Context: an optimization exercise on an open-source flow, tuned for small area and a short achievable clock period. The choices shown serve that exercise and are no tape-out recipe. The RTL was checked by simulation tests, not by an equivalence proof against the original design. Power is estimated from default activity; no workload was simulated.

== old ==
==> flow/design.v <==
module tpu_host_buffer #(
   parameter int ELEMS = 64
) (
   input  logic        clk,
   input  logic        rst_n,
   input  logic [7:0]  host_addr,
   input  logic [7:0]  host_wdata,
   input  logic        host_we,
   input  logic        host_start,
   output logic [7:0]  host_rdata,
   output logic        host_busy,
   output logic        host_done,
   output logic [7:0]  core_a_data,
   output logic [7:0]  core_b_data,
   output logic        core_valid,
   output logic        core_last,
   input  logic        core_ready,
   input  logic [15:0] res_data,
   input  logic        res_valid
);
   localparam int KW = $clog2(ELEMS);
   logic          stream_q, wait_q, done_q, busy_q, last_q;
   logic [KW-1:0] kp_q;           
   logic [KW:0]   r_q;            
   logic [7:0]    a_q, b_q;       
   logic [7:0]    rlo_q, rlo_n, rhi_q, rhi_n;
   logic [7:0]    a_mem   [ELEMS];
   logic [7:0]    b_mem   [ELEMS];
   logic [15:0]   res_mem [ELEMS];
   logic [KW-1:0] idx;
   logic          host_open, buf_we, res_we, start, r_full, adv, at_end;
   assign idx       = host_addr[KW-1:0];
   assign host_open = !stream_q && !wait_q;
   assign buf_we    = host_we && !host_addr[7] && host_open;
   assign start     = host_start && host_open;
   assign r_full    = r_q[KW];
   assign res_we    = res_valid && busy_q && !r_full;
   assign adv       = stream_q && core_ready;
   assign at_end    = (kp_q == '0);   
   always_ff @(posedge clk) begin
      if (buf_we && !host_addr[6])
         a_mem[idx] <= host_wdata;
      if (buf_we && host_addr[6])
         b_mem[idx] <= host_wdata;
      if (res_we)
         res_mem[r_q[KW-1:0]] <= res_data;
   end
   assign rlo_n = host_addr[7] ? 8'h00 : (host_addr[6] ? b_mem[idx] : a_mem[idx]);
   assign rhi_n = host_addr[7] ? (host_addr[6] ? res_mem[idx][15:8] : res_mem[idx][7:0]) : 8'h00;
   always_ff @(posedge clk or negedge rst_n) begin
      if (!rst_n) begin
         stream_q <= 1'b0;
         wait_q   <= 1'b0;
         done_q   <= 1'b0;
         busy_q   <= 1'b0;
         last_q   <= 1'b0;
         kp_q     <= '0;
         r_q      <= '0;
         a_q      <= '0;
         b_q      <= '0;
         rlo_q    <= '0;
         rhi_q    <= '0;
      end else begin
         rlo_q  <= rlo_n;
         rhi_q  <= rhi_n;
         if (start)
            r_q <= '0;
         else if (res_we)
            r_q <= r_q + 1'b1;
         if (start) begin
            stream_q <= 1'b1;
            busy_q   <= 1'b1;
            done_q   <= 1'b0;
            kp_q     <= KW'(1);
            last_q   <= 1'b0;
            a_q      <= (buf_we && host_addr[6:0] == 7'h00) ? host_wdata : a_mem[0];
            b_q      <= (buf_we && host_addr[6:0] == 7'h40) ? host_wdata : b_mem[0];
         end else if (stream_q) begin
            if (core_ready) begin
               if (at_end) begin
                  stream_q <= 1'b0;
                  wait_q   <= 1'b1;
                  a_q      <= '0;
                  b_q      <= '0;
               end else begin
                  a_q      <= a_mem[kp_q];
                  b_q      <= b_mem[kp_q];
               end
               kp_q   <= kp_q + 1'b1;
               last_q <= (kp_q == KW'(ELEMS - 1));
            end
         end else if (wait_q) begin
            if (r_full) begin
               wait_q <= 1'b0;
               busy_q <= 1'b0;
               done_q <= 1'b1;
            end
         end else if (done_q && buf_we) begin
            done_q <= 1'b0;
         end
      end
   end
   assign host_rdata  = rlo_q | rhi_q;
   assign host_busy   = busy_q;
   assign host_done   = done_q;
   assign core_valid  = stream_q;
   assign core_last   = last_q;
   assign core_a_data = a_q;
   assign core_b_data = b_q;
endmodule
clock: 6.0 ns
lec_check: 0
cap_margin: 20
core_margin: 2
core_utilization: 50
cts_cluster_diameter: 60
cts_cluster_size: 30
setup_slack_margin: 3.3
slew_margin: 20
tns_end_percent: 5
run.sh (not shown) runs the stock make flow with config.mk's settings and CLKGATE_MAP_FILE= SYNTH_SCRIPT=/design/flow/synth_recipe.tcl, a recipe that flattens the netlist after the stock synthesis.
diff inputs: old => new
-- flow/config.mk --
<<< old, line 15
export TNS_END_PERCENT = 5
>>> new, line 15
### Flow results
- When new is measured against old, its power density over the cells turns out about 1.7% higher.
- Relative to old, maximum number of pins on one net before global-route repair has gone up in new.
- For the number of signal-net buffers in the layout, new came in 79 higher than old did.
- Of new and old, the higher number of cells traversed by the worst register-to-register path belongs to new.
- new ended up with a higher ratio of routed vias to standard cells than old did.
- In new, the number of global-route vias before repair came out 856 above the value in old.
- Signed area change from the synthesized netlist to the final layout in new vs old: up 3.1 points

-- separate check: timing with driven ports --
No port has a modelled driver above. Below, the same layouts with a new extraction and two added sets of constraints.
Step 1: set_driving_cell puts a clkbuf_16 on clk and a buf_2 on each other input, an assumption about the parent block.
Step 2 moves the port delays by t, midway between the first and last clock arrival at a register: inputs arrive t later, outputs are due t later. That takes back most of the time a late clock gives input paths.
Slacks: ideal / step 1 / step 2; pairs: ideal / step 1.
run	t, ns	setup WS [ns]	hold slack, ns	slew at the worst register clock pin (ns)
old	0.942	2.893 / 2.671 / 1.730	0.501 / 0.441 / 0.501	0.10 / 0.10
new	0.915	2.949 / 2.737 / 1.822	0.161 / 0.104 / 0.522	0.10 / 0.10
After both steps every run listed still meets setup and hold. For old, which loses most, drivers alone change the setup slack by -0.222 ns; drivers and shift together by -1.163 ns.
